Background: an optimization exercise with open tools, aiming at a short achievable clock period and few clock cycles. Do not read the settings as production practice. Only simulation tests tie the RTL to the original design; equivalence was not proved. No activity file was given, so power comes from the tool's default toggle rates.

File: design/flow/design.v
`timescale 1ns/1ps
package rvPipePkg;
	localparam int xlen = 32;                  
	typedef logic [xlen-1:0] word_t;           
	typedef logic [4:0]      regAddr_t;        
	typedef logic [31:0]     instr_t;          
	typedef enum logic [3:0] {
		aluAdd, aluSub, aluAnd, aluOr,
		aluXor, aluSlt, aluSll, aluSrl
	} aluOp_t;
	typedef enum logic [1:0] {fwdFromReg, fwdFromEx, fwdFromMem, fwdFromWb} fwdSel_t;
	typedef enum logic [1:0] {wbFromAlu, wbFromPc4, wbFromLoad} wbSel_t;
	typedef enum logic [1:0] {pcSeq, pcBranch, pcJal} pcSel_t;
	localparam logic [6:0] opR      = 7'b0110011;
	localparam logic [6:0] opI      = 7'b0010011;
	localparam logic [6:0] opLoad   = 7'b0000011;
	localparam logic [6:0] opStore  = 7'b0100011;
	localparam logic [6:0] opBranch = 7'b1100011;
	localparam logic [6:0] opJal    = 7'b1101111;
	localparam instr_t nopInstr = 32'h0000_0013;    
	localparam word_t  resetPc  = 32'h0000_0000;
endpackage
`timescale 1ns/1ps
module fetchStage (
	input  logic              iCLK,
	input  logic              iRST,
	input  logic              stall,           
	input  logic              flush,           
	input  rvPipePkg::pcSel_t pcSel,
	input  rvPipePkg::word_t  branchTarget,
	input  rvPipePkg::word_t  jalTarget,
	input  rvPipePkg::instr_t iData,
	output rvPipePkg::word_t  iAddr,
	output rvPipePkg::word_t  idPc,
	output rvPipePkg::word_t  idPc4,
	output rvPipePkg::instr_t idInstr
);
	rvPipePkg::word_t pc;
	rvPipePkg::word_t pc4;
	rvPipePkg::word_t nextPc;
	assign pc4   = pc + 32'd4;
	assign iAddr = pc;                         
	always_comb
	begin
		case (pcSel)
			rvPipePkg::pcBranch: nextPc = branchTarget;
			rvPipePkg::pcJal:    nextPc = jalTarget;
			default:  nextPc = pc4;
		endcase
	end
	always_ff @(posedge iCLK or posedge iRST)
	begin
		if (iRST)
		begin
			pc      <= rvPipePkg::resetPc;
			idInstr <= rvPipePkg::nopInstr;               
		end
		else
		begin
			if (!stall)
				pc <= nextPc;
			if (flush)
				idInstr <= rvPipePkg::nopInstr;           
			else if (!stall)
				idInstr <= iData;
		end
	end
	always_ff @(posedge iCLK)
	begin
		if (!stall)
		begin
			idPc  <= pc;
			idPc4 <= pc4;
		end
	end
endmodule
`timescale 1ns/1ps
module regFile (
	input  logic                iCLK,
	input  logic                iRST,
	input  rvPipePkg::regAddr_t rs1,
	input  rvPipePkg::regAddr_t rs2,
	input  rvPipePkg::regAddr_t rd,
	input  rvPipePkg::word_t    wdata,
	input  logic                we,
	output rvPipePkg::word_t    rdata1,
	output rvPipePkg::word_t    rdata2
);
	rvPipePkg::word_t regs [1:31];                        
	logic [31:1]      valid;                              
	function automatic rvPipePkg::word_t readReg(rvPipePkg::regAddr_t addr);
		if (addr == 5'd0)
			readReg = 32'd0;
		else if (we && addr == rd)
			readReg = wdata;                      
		else if (!valid[addr])
			readReg = 32'd0;
		else
			readReg = regs[addr];
	endfunction
	always_ff @(posedge iCLK or posedge iRST)
	begin
		if (iRST)
			valid <= '0;
		else if (we && rd != 5'd0)
			valid[rd] <= 1'b1;
	end
	always_ff @(posedge iCLK)
	begin
		if (we && rd != 5'd0)
			regs[rd] <= wdata;                 
	end
	always_comb
	begin
		rdata1 = readReg(rs1);
		rdata2 = readReg(rs2);
	end
endmodule
`timescale 1ns/1ps
module decodeStage (
	input  logic                iCLK,
	input  logic                iRST,
	input  logic                stall,
	input  rvPipePkg::word_t    idPc,
	input  rvPipePkg::word_t    idPc4,
	input  rvPipePkg::instr_t   idInstr,
	input  rvPipePkg::word_t    rdata1,
	input  rvPipePkg::word_t    rdata2,
	input  rvPipePkg::fwdSel_t  fwdRs1,
	input  rvPipePkg::fwdSel_t  fwdRs2,
	input  rvPipePkg::word_t    exResult,
	input  rvPipePkg::word_t    memResult,
	input  rvPipePkg::word_t    wbResult,
	output rvPipePkg::regAddr_t rs1,
	output rvPipePkg::regAddr_t rs2,
	output logic                idIsBranch,      
	output logic                taken,           
	output rvPipePkg::pcSel_t   pcSel,
	output rvPipePkg::word_t    branchTarget,
	output rvPipePkg::word_t    jalTarget,
	output rvPipePkg::word_t    exPc4,
	output rvPipePkg::word_t    exRs1Val,
	output rvPipePkg::word_t    exRs2Val,
	output rvPipePkg::word_t    exImm,
	output rvPipePkg::regAddr_t exRs1,
	output rvPipePkg::regAddr_t exRs2,
	output rvPipePkg::regAddr_t exRd,
	output rvPipePkg::aluOp_t   exAluOp,
	output logic                exUseImm,
	output logic                exMemRead,
	output logic                exMemWrite,
	output logic                exRegWrite,
	output rvPipePkg::wbSel_t   exWbSel
);
	logic [6:0] opcode;
	logic [2:0] funct3;
	rvPipePkg::regAddr_t   rd;
	rvPipePkg::word_t      immI;
	rvPipePkg::word_t      immS;
	rvPipePkg::word_t      immB;
	rvPipePkg::word_t      immJ;
	rvPipePkg::word_t      imm;
	rvPipePkg::aluOp_t     aluOp;
	rvPipePkg::wbSel_t     wbSel;
	logic       useImm;
	logic       memRead;
	logic       memWrite;
	logic       regWrite;
	logic       isJal;
	rvPipePkg::word_t      cmpA;
	rvPipePkg::word_t      cmpB;
	logic       branchTaken;
	assign opcode = idInstr[6:0];
	assign funct3 = idInstr[14:12];
	assign rd     = idInstr[11:7];
	assign rs1    = idInstr[19:15];
	assign rs2    = idInstr[24:20];
	assign immI = {{20{idInstr[31]}}, idInstr[31:20]};
	assign immS = {{20{idInstr[31]}}, idInstr[31:25], idInstr[11:7]};
	assign immB = {{19{idInstr[31]}}, idInstr[31], idInstr[7], idInstr[30:25],
		idInstr[11:8], 1'b0};
	assign immJ = {{11{idInstr[31]}}, idInstr[31], idInstr[19:12], idInstr[20],
		idInstr[30:21], 1'b0};
	assign branchTarget = idPc + immB;         
	assign jalTarget    = idPc + immJ;
	function automatic rvPipePkg::aluOp_t aluFromFunct(logic [2:0] f3, logic isSub);
		case (f3)
			3'b000:  aluFromFunct = isSub ? rvPipePkg::aluSub : rvPipePkg::aluAdd;
			3'b001:  aluFromFunct = rvPipePkg::aluSll;
			3'b010:  aluFromFunct = rvPipePkg::aluSlt;
			3'b100:  aluFromFunct = rvPipePkg::aluXor;
			3'b101:  aluFromFunct = rvPipePkg::aluSrl;
			3'b110:  aluFromFunct = rvPipePkg::aluOr;
			3'b111:  aluFromFunct = rvPipePkg::aluAnd;
			default: aluFromFunct = rvPipePkg::aluAdd;            
		endcase
	endfunction
	function automatic rvPipePkg::word_t fwdValue(rvPipePkg::fwdSel_t sel, rvPipePkg::word_t regVal);
		case (sel)
			rvPipePkg::fwdFromEx:  fwdValue = exResult;
			rvPipePkg::fwdFromMem: fwdValue = memResult;
			rvPipePkg::fwdFromWb:  fwdValue = wbResult;
			default:    fwdValue = regVal;
		endcase
	endfunction
	always_comb
	begin
		aluOp      = rvPipePkg::aluAdd;
		wbSel      = rvPipePkg::wbFromAlu;
		imm        = immI;
		useImm     = 1'b0;
		memRead    = 1'b0;
		memWrite   = 1'b0;
		regWrite   = 1'b0;
		isJal      = 1'b0;
		idIsBranch = 1'b0;
		case (opcode)
			rvPipePkg::opR:
			begin
				regWrite = 1'b1;
				aluOp    = aluFromFunct(funct3, idInstr[30]);
			end
			rvPipePkg::opI:
			begin
				regWrite = 1'b1;
				useImm   = 1'b1;
				aluOp    = aluFromFunct(funct3, 1'b0);
			end
			rvPipePkg::opLoad:
			begin
				regWrite = 1'b1;
				useImm   = 1'b1;
				memRead  = 1'b1;
				wbSel    = rvPipePkg::wbFromLoad;
			end
			rvPipePkg::opStore:
			begin
				useImm   = 1'b1;
				memWrite = 1'b1;
				imm      = immS;
			end
			rvPipePkg::opBranch: idIsBranch = 1'b1;
			rvPipePkg::opJal:
			begin
				regWrite = 1'b1;
				isJal    = 1'b1;
				wbSel    = rvPipePkg::wbFromPc4;          
			end
			default: ;                         
		endcase
	end
	always_comb
	begin
		cmpA        = fwdValue(fwdRs1, rdata1);
		cmpB        = fwdValue(fwdRs2, rdata2);
		branchTaken = idIsBranch && ((cmpA == cmpB) != funct3[0]);
		if (isJal)
			pcSel = rvPipePkg::pcJal;
		else if (branchTaken)
			pcSel = rvPipePkg::pcBranch;
		else
			pcSel = rvPipePkg::pcSeq;
	end
	assign taken = (pcSel != rvPipePkg::pcSeq);
	always_ff @(posedge iCLK or posedge iRST)
	begin
		if (iRST)
		begin
			exMemRead  <= 1'b0;
			exMemWrite <= 1'b0;
			exRegWrite <= 1'b0;
		end
		else
		begin
			exMemRead  <= memRead && !stall;   
			exMemWrite <= memWrite && !stall;
			exRegWrite <= regWrite && !stall;
		end
	end
	always_ff @(posedge iCLK)
	begin
		exPc4    <= idPc4;
		exRs1Val <= rdata1;                    
		exRs2Val <= rdata2;
		exImm    <= imm;
		exRs1    <= rs1;
		exRs2    <= rs2;
		exRd     <= rd;
		exAluOp  <= aluOp;
		exUseImm <= useImm;
		exWbSel  <= wbSel;
	end
endmodule
`timescale 1ns/1ps
module hazardUnit (
	input  logic                idIsBranch,
	input  logic                taken,
	input  rvPipePkg::regAddr_t idRs1,
	input  rvPipePkg::regAddr_t idRs2,
	input  rvPipePkg::regAddr_t exRs1,
	input  rvPipePkg::regAddr_t exRs2,
	input  rvPipePkg::regAddr_t exRd,
	input  rvPipePkg::regAddr_t memRd,
	input  rvPipePkg::regAddr_t wbRd,
	input  logic                exRegWrite,
	input  logic                exMemRead,
	input  logic                memRegWrite,
	input  logic                memMemRead,
	input  logic                wbRegWrite,
	output logic                stall,
	output logic                flush,
	output rvPipePkg::fwdSel_t  fwdRs1,          
	output rvPipePkg::fwdSel_t  fwdRs2,
	output rvPipePkg::fwdSel_t  fwdA,            
	output rvPipePkg::fwdSel_t  fwdB
);
	logic loadUseEx;
	logic loadUseMem;
	function automatic rvPipePkg::fwdSel_t pickSrc(rvPipePkg::regAddr_t r, logic fromEx);
		if (r == 5'd0)
			pickSrc = rvPipePkg::fwdFromReg;           
		else if (fromEx && exRegWrite && !exMemRead && exRd == r)
			pickSrc = rvPipePkg::fwdFromEx;
		else if (memRegWrite && !memMemRead && memRd == r)
			pickSrc = rvPipePkg::fwdFromMem;
		else if (wbRegWrite && wbRd == r)
			pickSrc = rvPipePkg::fwdFromWb;
		else
			pickSrc = rvPipePkg::fwdFromReg;
	endfunction
	always_comb
	begin
		fwdRs1 = pickSrc(idRs1, 1'b1);
		fwdRs2 = pickSrc(idRs2, 1'b1);
		fwdA   = pickSrc(exRs1, 1'b0);        
		fwdB   = pickSrc(exRs2, 1'b0);
	end
	assign loadUseEx  = exMemRead && exRd != '0 && (exRd == idRs1 || exRd == idRs2);
	assign loadUseMem = memMemRead && memRd != '0 && (memRd == idRs1 || memRd == idRs2);
	assign stall = loadUseEx || (idIsBranch && loadUseMem);
	assign flush = taken && !stall;
endmodule
`timescale 1ns/1ps
module executeStage (
	input  logic                iCLK,
	input  logic                iRST,
	input  rvPipePkg::word_t    exPc4,
	input  rvPipePkg::word_t    exRs1Val,
	input  rvPipePkg::word_t    exRs2Val,
	input  rvPipePkg::word_t    exImm,
	input  rvPipePkg::regAddr_t exRd,
	input  rvPipePkg::aluOp_t   exAluOp,
	input  logic                exUseImm,
	input  logic                exMemRead,
	input  logic                exMemWrite,
	input  logic                exRegWrite,
	input  rvPipePkg::wbSel_t   exWbSel,
	input  rvPipePkg::fwdSel_t  fwdA,
	input  rvPipePkg::fwdSel_t  fwdB,
	input  rvPipePkg::word_t    memResult,
	input  rvPipePkg::word_t    wbResult,
	output rvPipePkg::word_t    exResult,        
	output rvPipePkg::word_t    memAluResult,
	output rvPipePkg::word_t    memStoreData,
	output rvPipePkg::regAddr_t memRd,
	output logic                memMemRead,
	output logic                memMemWrite,
	output logic                memRegWrite,
	output rvPipePkg::wbSel_t   memWbSel,
	output rvPipePkg::word_t    memPc4
);
	rvPipePkg::word_t opA;
	rvPipePkg::word_t rs2Fwd;
	rvPipePkg::word_t opB;
	rvPipePkg::word_t aluOut;
	function automatic rvPipePkg::word_t fwdValue(rvPipePkg::fwdSel_t sel, rvPipePkg::word_t regVal);
		case (sel)
			rvPipePkg::fwdFromMem: fwdValue = memResult;
			rvPipePkg::fwdFromWb:  fwdValue = wbResult;
			default:    fwdValue = regVal;
		endcase
	endfunction
	always_comb
	begin
		opA    = fwdValue(fwdA, exRs1Val);
		rs2Fwd = fwdValue(fwdB, exRs2Val);    
		opB    = exUseImm ? exImm : rs2Fwd;
	end
	always_comb
	begin
		case (exAluOp)
			rvPipePkg::aluAdd:  aluOut = opA + opB;
			rvPipePkg::aluSub:  aluOut = opA - opB;
			rvPipePkg::aluAnd:  aluOut = opA & opB;
			rvPipePkg::aluOr:   aluOut = opA | opB;
			rvPipePkg::aluXor:  aluOut = opA ^ opB;
			rvPipePkg::aluSlt:  aluOut = rvPipePkg::word_t'($signed(opA) < $signed(opB));
			rvPipePkg::aluSll:  aluOut = opA << opB[4:0];
			rvPipePkg::aluSrl:  aluOut = opA >> opB[4:0];
			default: aluOut = '0;
		endcase
	end
	assign exResult = (exWbSel == rvPipePkg::wbFromPc4) ? exPc4 : aluOut;
	always_ff @(posedge iCLK or posedge iRST)
	begin
		if (iRST)
		begin
			memMemRead  <= 1'b0;
			memMemWrite <= 1'b0;
			memRegWrite <= 1'b0;
		end
		else
		begin
			memMemRead  <= exMemRead;
			memMemWrite <= exMemWrite;
			memRegWrite <= exRegWrite;
		end
	end
	always_ff @(posedge iCLK)
	begin
		memAluResult <= exResult;
		memStoreData <= rs2Fwd;
		memRd        <= exRd;
		memWbSel     <= exWbSel;
		memPc4       <= exPc4;
	end
endmodule
`timescale 1ns/1ps
module memWbStage (
	input  logic                iCLK,
	input  logic                iRST,
	input  rvPipePkg::word_t    memAluResult,
	input  rvPipePkg::word_t    memStoreData,
	input  rvPipePkg::regAddr_t memRd,
	input  logic                memMemRead,
	input  logic                memMemWrite,
	input  logic                memRegWrite,
	input  rvPipePkg::wbSel_t   memWbSel,
	input  rvPipePkg::word_t    memPc4,
	input  rvPipePkg::word_t    dRdata,          
	output logic                dRead,
	output logic                dWrite,
	output rvPipePkg::word_t    dAddr,
	output rvPipePkg::word_t    dWdata,
	output rvPipePkg::regAddr_t wbRd,
	output logic                wbRegWrite,
	output rvPipePkg::word_t    wbResult
);
	rvPipePkg::word_t  wbAluData;
	rvPipePkg::word_t  wbLoadData;
	rvPipePkg::word_t  wbPc4;
	rvPipePkg::wbSel_t wbSel;
	assign dRead  = memMemRead;
	assign dWrite = memMemWrite;
	assign dAddr  = memAluResult;
	assign dWdata = memStoreData;
	always_ff @(posedge iCLK or posedge iRST)
	begin
		if (iRST)
			wbRegWrite <= 1'b0;
		else
			wbRegWrite <= memRegWrite;
	end
	always_ff @(posedge iCLK)
	begin
		wbRd       <= memRd;
		wbAluData  <= memAluResult;
		wbLoadData <= dRdata;
		wbPc4      <= memPc4;
		wbSel      <= memWbSel;
	end
	always_comb
	begin
		case (wbSel)
			rvPipePkg::wbFromPc4:  wbResult = wbPc4;
			rvPipePkg::wbFromLoad: wbResult = wbLoadData;
			default:    wbResult = wbAluData;
		endcase
	end
endmodule
`timescale 1ns/1ps
module rvPipeCore (
	input  logic              iCLK,
	input  logic              iRST,
	output rvPipePkg::word_t  iAddr,             
	input  rvPipePkg::instr_t iData,
	output logic              dRead,             
	output logic              dWrite,
	output rvPipePkg::word_t  dAddr,
	output rvPipePkg::word_t  dWdata,
	input  rvPipePkg::word_t  dRdata
);
	logic     stall, flush, taken, idIsBranch;
	rvPipePkg::pcSel_t   pcSel;
	rvPipePkg::word_t    branchTarget, jalTarget, idPc, idPc4, rdata1, rdata2;
	rvPipePkg::instr_t   idInstr;
	rvPipePkg::regAddr_t idRs1, idRs2, exRs1, exRs2, exRd, memRd, wbRd;
	rvPipePkg::fwdSel_t  fwdRs1, fwdRs2, fwdA, fwdB;
	rvPipePkg::word_t    exPc4, exRs1Val, exRs2Val, exImm, exResult;
	rvPipePkg::aluOp_t   exAluOp;
	logic     exUseImm, exMemRead, exMemWrite, exRegWrite;
	rvPipePkg::wbSel_t   exWbSel, memWbSel;
	rvPipePkg::word_t    memAluResult, memStoreData, memPc4, wbResult;
	logic     memMemRead, memMemWrite, memRegWrite, wbRegWrite;
	fetchStage uFetch (.iCLK, .iRST, .stall, .flush, .pcSel, .branchTarget, .jalTarget,
		.iData, .iAddr, .idPc, .idPc4, .idInstr);
	regFile uRegs (.iCLK, .iRST, .rs1(idRs1), .rs2(idRs2), .rd(wbRd), .wdata(wbResult),
		.we(wbRegWrite), .rdata1, .rdata2);
	decodeStage uDecode (.iCLK, .iRST, .stall, .idPc, .idPc4, .idInstr, .rdata1, .rdata2,
		.fwdRs1, .fwdRs2, .exResult, .memResult(memAluResult), .wbResult,
		.rs1(idRs1), .rs2(idRs2), .idIsBranch, .taken, .pcSel, .branchTarget, .jalTarget,
		.exPc4, .exRs1Val, .exRs2Val, .exImm, .exRs1, .exRs2, .exRd, .exAluOp, .exUseImm,
		.exMemRead, .exMemWrite, .exRegWrite, .exWbSel);
	hazardUnit uHazard (.idIsBranch, .taken, .idRs1, .idRs2, .exRs1, .exRs2, .exRd,
		.memRd, .wbRd, .exRegWrite, .exMemRead, .memRegWrite, .memMemRead, .wbRegWrite,
		.stall, .flush, .fwdRs1, .fwdRs2, .fwdA, .fwdB);
	executeStage uExecute (.iCLK, .iRST, .exPc4, .exRs1Val, .exRs2Val, .exImm, .exRd,
		.exAluOp, .exUseImm, .exMemRead, .exMemWrite, .exRegWrite, .exWbSel, .fwdA, .fwdB,
		.memResult(memAluResult), .wbResult, .exResult, .memAluResult, .memStoreData,
		.memRd, .memMemRead, .memMemWrite, .memRegWrite, .memWbSel, .memPc4);
	memWbStage uMemWb (.iCLK, .iRST, .memAluResult, .memStoreData, .memRd, .memMemRead,
		.memMemWrite, .memRegWrite, .memWbSel, .memPc4, .dRdata, .dRead, .dWrite, .dAddr,
		.dWdata, .wbRd, .wbRegWrite, .wbResult);
endmodule
File: design/flow/run.sh
#!/bin/bash
# synth_recipe.tcl (not shown) runs the flow's synth.tcl, then flattens the netlist and writes it again
# the make line also repeats each setting of config.mk as NAME=value (left out here)
make -C /OpenROAD-flow-scripts/flow DESIGN_CONFIG=/design/flow/config.mk WORK_HOME=/design/flow/orfs CLKGATE_MAP_FILE= SYNTH_SCRIPT=/design/flow/synth_recipe.tcl finish
File: design/flow/config.mk
export PLATFORM = sky130hd
export DESIGN_NAME = rvPipeCore
export DESIGN_NICKNAME = rvPipeCore
export VERILOG_FILES = /design/flow/design.v
export SDC_FILE = /design/flow/constraint.sdc
export NUM_CORES = 4
export LEC_CHECK = 0
export CAP_MARGIN = 20
export CORE_MARGIN = 2
export CORE_UTILIZATION = 25
export PLACE_DENSITY = 0.4
export SLEW_MARGIN = 20
File: design/flow/constraint.sdc
create_clock -name core_clock -period 11.0 [get_ports {iCLK}]
set_input_delay 2.2000 -clock core_clock [delete_from_list [all_inputs] [get_ports {iCLK}]]
set_output_delay 2.2000 -clock core_clock [all_outputs]
set_load 0.01 [all_outputs]
==> run_results.csv <==
group,metric,value,unit
worst_setup_path,endpoint_kind,"flop",
clocking,cts-htree-levels,4,
logic_synthesis,yosys_warnings,6,
logic_synthesis,synth_area_leaders,"edfxtp_1, mux4_2, dfxtp_1",
clocking,cts_tree,"done",
sta,max_freq,95.7,MHz
clocking,cts_hold_buf,0,
die,core_area,311000,sq um
logic_synthesis,async_reset_ff_share,6.84,%
final_layout,finalNetCount,6301,
place,gp_congestion,0.983,
worst_setup_path,worstReg2RegStart,"uExecute.memRd[4]",
clocking,clk_latency,0.88,ns
worst_setup_path,reg2reg_to,"uFetch.pc[14]",
routing,dr.pass1.iters,9,
final_layout,final_common_cell,"edfxtp_1",
logic_synthesis,synth-xor-area-share,1.47,%
global_routing,grt_max_degree,105,
final_layout,stdcell_area,90900,sq um
final_layout,syn2layout_area_growth,16.7,%
die,die-area,316000,sq um
pwr,vdd_drop_max,0.132,mV
place,hpwl,240000,um
global_routing,grt_pass1_wl,486000,um
place,port_buffers,163,
clocking,clk_pin_slew,0.06,ns
logic_synthesis,synthAdderAreaFrac,2.45,%
die,fp.dieH,562,um
worst_setup_path,worst-setup-path-type,"reg2reg",
logic_synthesis,synth-simple-area-share,7.72,%
routing,routed_wl,355000,um
routing,ant_nets,0,
global_routing,grt_pass1_vias,56400,
routing,first_iter_violations,6445,
final_layout,drive_gt1_share,19.3,%
worst_setup_path,r2r_setup_slack,0.55,ns
die,start_util,25.1,%
logic_synthesis,syn_inst,5942,
hold_path,min_path_cells,0,
worst_setup_path,critPathMostFrequentCell,"mux2i_1",
worst_setup_path,arrival,11.12,ns
global_routing,overflow,0,
sta,rsz0062_at_grt,"false",
pwr,p_leak,31.5,nW
worst_setup_path,cp_max_fo,39,
clocking,cts-buffers-inserted,184,
run,drv_cap,0,
sta,maxSlewViolCount,0,
worst_setup_path,slowest_stage,"a2111oi_2",
worst_setup_path,worstSetupStartpointType,"flop",
logic_synthesis,synth_compound_area_share,12.8,%
sta,min_period,10.45,ns
routing,vias,57000,
logic_synthesis,ys_seq_area_share,52.5,%
place,postPlaceCellArea,85100,sq um
logic_synthesis,synth.avg_cell_area,13.1,sq um
logic_synthesis,synthMuxAreaShare,19.9,%
logic_synthesis,synth_largest_area_cell,"edfxtp_1",
logic_synthesis,synth-seq-cells,1491,
logic_synthesis,synth_edf_count,1054,
die,ios,164,
logic_synthesis,synth_top_family_by_area,"multiplexers",
clocking,postCtsSetupBuffers,0,
pwr,power_density,173,nW/um^2
hold_path,hold_class,"reg2reg",
routing,viasPerCell,5.49,
global_routing,grt_use_total,21.9,%
worst_setup_path,reg2regPathDepth,28,
logic_synthesis,synth_cell_types,105,
worst_setup_path,critPathCapture,"uFetch.pc[14]",
clocking,cts_num_sinks,1491,
sta,fin_crit_sh,95.0,%
sta,report.final.setup_viol,0,
sta,hold_violations,0,
sta,tightest_slew,1.21,ns
worst_setup_path,critPathRequiredTime,11.68,ns
routing,drc,0,
outcome,outcome,"no timing/DRC/antenna violations",
die,placementRows,205,
sta,fin_tns_setup,0,ns
final_layout,layout_common_cells,"edfxtp_1, mux4_2, nor2_1",
clocking,cts_buffer_depth,4,
sta,skew,0.108,ns
logic_synthesis,synth_nets,6159,
sta,relSlewSlack,19.0,%
logic_synthesis,synth_flop_cell,"edfxtp_1",
die,die_w,562,um
worst_setup_path,startpoint,"uExecute.memRd[4]",
logic_synthesis,netlist_area,78000,sq um
logic_synthesis,netlist.area_leader.share,40.6,%
global_routing,antenna_found_initial,14,
clocking,cts-root-buf,"clkbuf_16",
routing,wl_per_cell,34.3,um
worst_setup_path,max_stage_delay,0.69,ns
==> area by class of cell <==
class / instances / area (sq um)
inverter: 187 / 709
timing repair buffer: 380 / 3380
antenna: 3 / 7.51
clock inverter: 100 / 881
sequential: 1491 / 41000
tap: 4140 / 5180
clock buffer: 228 / 4930
fill: 31400 / 220000
multi-input combinational: 3840 / 34900
==> metrics by stage <==
| stage | utilization [%] | instances | worst slack, ns | power, W | hold slack (ns) |
|---|---|---|---|---|---|
| CTS | 29.2 | 10400 | 0.368 | 0.0158 | 0.319 |
| floorplan | - | 5942 | 3.48 | 0.00842 | 0.310 |
| global route | 29.2 | 10400 | 0.145 | 0.0163 | 0.319 |
| finish | 29.2 | 10400 | 0.551 | 0.0157 | 0.311 |
| global placement | 27.3 | 10000 | 0.360 | 0.00979 | 0.311 |
| detailed placement | 27.3 | 10000 | 0.413 | 0.00978 | 0.312 |
==> Yosys cell counts (47+ instances only) <==
master       n
edfxtp_1  1054
mux4_2     541
nor2_1     402
nand2_1    349
dfxtp_1    335
mux2i_1    290
a21oi_1    264
clkbuf_1   228
o21ai_0    193
inv_1      163
ha_1       148
nand3_1    121
nor3_1     111
o22ai_1    105
dfrtp_1     99
buf_2       93
xnor2_1     91
a221o_1     86
a22oi_1     74
buf_1       74
o21a_1      68
a211oi_1    67
nand2b_1    49
o21bai_1    48
o211ai_1    47
==> state kept, by name, indices dropped and copies added (netlist names), 3 cells and up <==
| register | flops |
|---|---|
| uDecode.exImm | 12 |
| uExecute.memPc4 | 32 |
| uDecode.exRs2 | 5 |
| uMemWb.wbRd | 5 |
| uMemWb.wbLoadData | 32 |
| uDecode.exRs2Val | 32 |
| uDecode.exRs1 | 5 |
| uDecode.exPc4 | 32 |
| uDecode.exRs1Val | 32 |
| uExecute.memRd | 5 |
| uMemWb.wbPc4 | 32 |
| uRegs.valid | 31 |
| uFetch.idInstr | 32 |
| uFetch.idPc4 | 32 |
| uFetch.idPc | 30 |
| uDecode.exAluOp | 3 |
| uDecode.exRd | 5 |
| uExecute.memAluResult | 32 |
| uExecute.memStoreData | 32 |
| uFetch.pc | 32 |
| uRegs.regs | 992 |
| uMemWb.wbAluData | 32 |
==> routing by layer <==
| layer | up-vias | routed length (um) | track usage, % |
|---|---|---|---|
| li1 | 23900 | - | - |
| met1 | 30200 | 151000 | 29.0 |
| met2 | 2283 | 167000 | 35.6 |
| met3 | 563 | 20100 | 3.17 |
| met4 | 2 | 17200 | 9.43 |
| met5 | - | 13 | 0 |
==> power by group <==
group,switching [W],internal [W]
Clock,0.00253,0.00349
Combinational,0.00174,0.000995
Sequential,0.000424,0.00655
Total,0.00469,0.0110
==> worst min-delay path by stage <==
stage | endpoint | start | slack [ns]
after floorplan | uMemWb.wbPc4[0] | uExecute.memPc4[0] | 0.31
after global placement | uMemWb.wbPc4[2] | uExecute.memPc4[2] | 0.31
after detailed placement | uMemWb.wbPc4[11] | uExecute.memPc4[11] | 0.31
after CTS | uMemWb.wbPc4[21] | uExecute.memPc4[21] | 0.32
after global routing | uMemWb.wbPc4[4] | uExecute.memPc4[4] | 0.32
final | uMemWb.wbPc4[2] | uExecute.memPc4[2] | 0.31
==> cell families after synthesis <==
group / after synthesis
DFF: 1491
and+or+nand+nor: 1287
AOI/OAI and AO/OA: 1404
buffers and inverters: 611
adders and majority gates: 151
muxes: 867
xor gates and xnor gates: 131
==> what timing repair did <==
action | CTS | global route
gates resized for setup | 0 | 3
endpoints found under the hold margin | 0 | 0
endpoints found under the setup margin | 0 | 35
==> worst max-delay path: cells and delay by family, from the launching register on <==
kind | cells | cell delay [ns]
compound gates | 9 | 3.26
flops | 1 | 0.50
buf+inv | 2 | 0.54
mux | 3 | 0.66
xor+xnor | 1 | 0.16
simple gates | 12 | 4.50
fa+ha+maj | 1 | 0.61
Testbench counts, summed over its fixed seeds: cycles 63,299.

==> port drivers added, routing unchanged <==
Ports are ideal in the flow. The routed layout listed here was re-timed in OpenROAD. Step 1 (the two cells are an assumption about what drives the block):
set clk [get_ports {iCLK}]
set_driving_cell -lib_cell sky130_fd_sc_hd__clkbuf_16 $clk
set_driving_cell -lib_cell sky130_fd_sc_hd__buf_2 [delete_from_list [all_inputs] $clk]
Step 2 adds t to the input delays and takes it off the output delays; t is the mean of the earliest and latest rising clock arrival at the registers after step 1. Input paths then give back, and output paths get back, about the clock's delay inside the block. Three values: ideal ports, drivers, drivers and shift; two values: the first two.
t, ns: 0.917
setup slack, ns: 0.551 / 0.551 / 0.551
hold WS [ns]: 0.311 / 0.311 / 0.311
After both steps setup and hold are still met in this run. For this run, drivers alone change the setup slack by 0.000 ns; drivers and shift together by 0.000 ns.
